This design comes from an exercise in tuning for small area, a short achievable clock period and few clock cycles per item on the open sky130 flow, not from production work.

// ntt_barrett_modmul
module ntt_barrett_modmul #(
    parameter int unsigned W   = 16,
    parameter int unsigned PW  = 16,
    parameter int unsigned LAT = ntt_barrett_modmul_pkg::PIPE_LAT
) (
    input  logic          clk,
    input  logic          reset,
    input  logic          cfg_load,
    input  logic [W-1:0]  cfg_q,
    output logic          cfg_busy,
    output logic          cfg_err,
    output logic          cfg_ready,
    input  logic          in_valid,
    output logic          in_ready,
    input  logic [W-1:0]  in_a,
    input  logic [W-1:0]  in_w,
    input  logic [PW-1:0] in_pass,
    output logic          out_valid,
    input  logic          out_ready,
    output logic [W-1:0]  out_data,
    output logic [PW-1:0] out_pass
);
    logic        cfg_ready_q;
    logic        cfg_err_q;
    logic        cfg_ok;
    logic        pipe_empty;
    logic        en;
    logic        fire;
    logic        c_rdy;
    logic        mu_rdy;
    logic [15:0] nqn_val;
    logic [15:0] cn_val;
    logic [17:0] mu_val;
    logic [3:0]  sh_val;
    logic        out_v_q;
    logic [15:0] out_d_q;
    logic [15:0] out_p_q;
    logic m0_1;
    logic m0_2;
    logic m0_3;
    logic m0_4;
    logic m0_5;
    logic m0_6;
    logic m0_7;
    logic m0_8;
    logic m0_9;
    logic m0_10;
    logic m0_11;
    logic m0_12;
    logic m0_13;
    logic m0_14;
    logic m0_15;
    logic m0_16;
    logic m0_17;
    logic m0_18;
    logic m0_19;
    logic m0_20;
    logic m0_21;
    logic m0_22;
    logic m0_23;
    logic m0_24;
    logic m0_25;
    logic m0_26;
    logic m0_27;
    logic m0_28;
    logic m0_29;
    logic m0_30;
    logic m0_31;
    logic m0_32;
    logic m0_33;
    logic m0_34;
    logic m0_35;
    logic m0_36;
    logic m0_37;
    logic m0_38;
    logic m0_39;
    logic m0_40;
    logic m0_41;
    logic m0_42;
  ...
Size: roughly 4,300 cells after synthesis, roughly 110 I/O pins, roughly 49,000 um2 of cells after synthesis.
Settings: LEC_CHECK=0, CAP_MARGIN=20, CORE_MARGIN=2, CORE_UTILIZATION=40, SETUP_SLACK_MARGIN=5, SLEW_MARGIN=20, SYNTH_HIERARCHICAL=1, SYNTH_MINIMUM_KEEP_SIZE=0; clock period 10.0 ns.
run.sh (not shown) runs the stock make flow with config.mk's settings and CLKGATE_MAP_FILE= SYNTH_SCRIPT=/design/flow/synth_recipe.tcl, a recipe that flattens the netlist after the stock synthesis.
Edit:
--- a/flow/config.mk
+++ b/flow/config.mk
@@ -10 +10,3 @@
-export CORE_UTILIZATION = 40
+export CORE_UTILIZATION = 60
+export CTS_BUF_LIST = sky130_fd_sc_hd__clkbuf_4 sky130_fd_sc_hd__clkbuf_8
+export PLACE_DENSITY = 0.75
Outcome:
- worst setup slack degrades by 130 ps
- first-iteration DRC count goes up by a few percent
- utilization grows by 22 points
- global-route usage increases by 9.0 points
- die area came out lower by a quarter to a third
- via count grows by a few percent
No run of this note included a check of the RTL's function; only the layout flow was run.

========
== old ==
ntt_barrett_modmul, a different RTL version from the one above (not shown whole).
Size in the first run: roughly 4400 cells after synthesis, roughly 44000 um2 of cells after synthesis.
make LEC_CHECK=0 CAP_MARGIN=20 CORE_MARGIN=2 CORE_UTILIZATION=40 SETUP_SLACK_MARGIN=5 SLEW_MARGIN=20 finish   # period 10.0 ns
Changes in new relative to old:
Settings: a deleted SETUP_SLACK_MARGIN that had been 5.
### Flow results
The area taken by multi-input logic gates in new was lower than what old gave. Count of fill cells added during filler insertion in new vs old: up about 4.5%. Number of buffer and inverter instances along the worst setup path (new over old): increase, 1. Cmp new and old / share of the clock period used by the worst path after layout / higher: new. Sum of negative setup slack came out exactly the same in new and old.
No functional check of the RTL was part of any run of this note.

========
Another version of the RTL of ntt_barrett_modmul (not shown whole).
Size in the first run: ~4500 cells after synthesis, roughly 110 I/O pins.
Settings: LEC_CHECK=0, CAP_MARGIN=20, CORE_MARGIN=2, CORE_UTILIZATION=40, CTS_BUF_LIST=sky130_fd_sc_hd__clkbuf_4 sky130_fd_sc_hd__clkbuf_8, SETUP_SLACK_MARGIN=5, SLEW_MARGIN=20, SYNTH_HIERARCHICAL=1, SYNTH_MINIMUM_KEEP_SIZE=0; clock period 10.0 ns.
The starting point finished clean.
Then changed:
Settings changed: CORE_UTILIZATION 40 to 60, PLACE_DENSITY from default to 0.75.
Area after synthesis does not change.
Clock-buffer cell count went down by 1.
Worst hold slack improved by 0.011 ns.
Final cell count fell by about 9%.
Global-route usage climbs by 9.1 points.
Function was not checked in any run of this note: the RTL went through the layout flow alone.

[port drivers added, routing unchanged]
No port has a modelled driver above. Below, the same layouts with a new extraction and two added sets of constraints.
Step 1 assumes that a clkbuf_16 drives the clock port and a buf_2 every other input.
Step 2 adds t to the input delays and takes it off the output delays; t is the mean of the earliest and latest rising clock arrival at the registers after step 1. Input paths then give back, and output paths get back, about the clock's delay inside the block.
Slacks: ideal / step 1 / step 2; pairs: ideal / step 1.
| run | shift t [ns] | setup WS [ns] | worst setup path at the end | worst data-port slew with drivers (ns) | pins driven straight from the clock port |
|---|---|---|---|---|---|
| the first run of note 1 | 0.706 | 4.312 / 4.312 / 4.312 | register to register | 0.09 | 1 |
| the second run of note 1 | 0.793 | 4.182 / 4.182 / 4.182 | register to register | 0.05 | 1 |
| old | 0.664 | 2.806 / 2.806 / 2.806 | register to register | 0.07 | 1 |
| new | 0.660 | 1.435 / 1.435 / 1.435 | register to register | 0.04 | 1 |
| the first run of note 3 | 0.865 | 5.039 / 5.039 / 4.351 | input to register | 0.05 | 1 |
| the second run of note 3 | 0.768 | 4.957 / 4.957 / 4.392 | input to register | 0.05 | 1 |
After both steps every run listed still meets setup and hold. For the first run of note 3, which loses most, drivers alone change the setup slack by 0.000 ns; drivers and shift together by -0.688 ns.
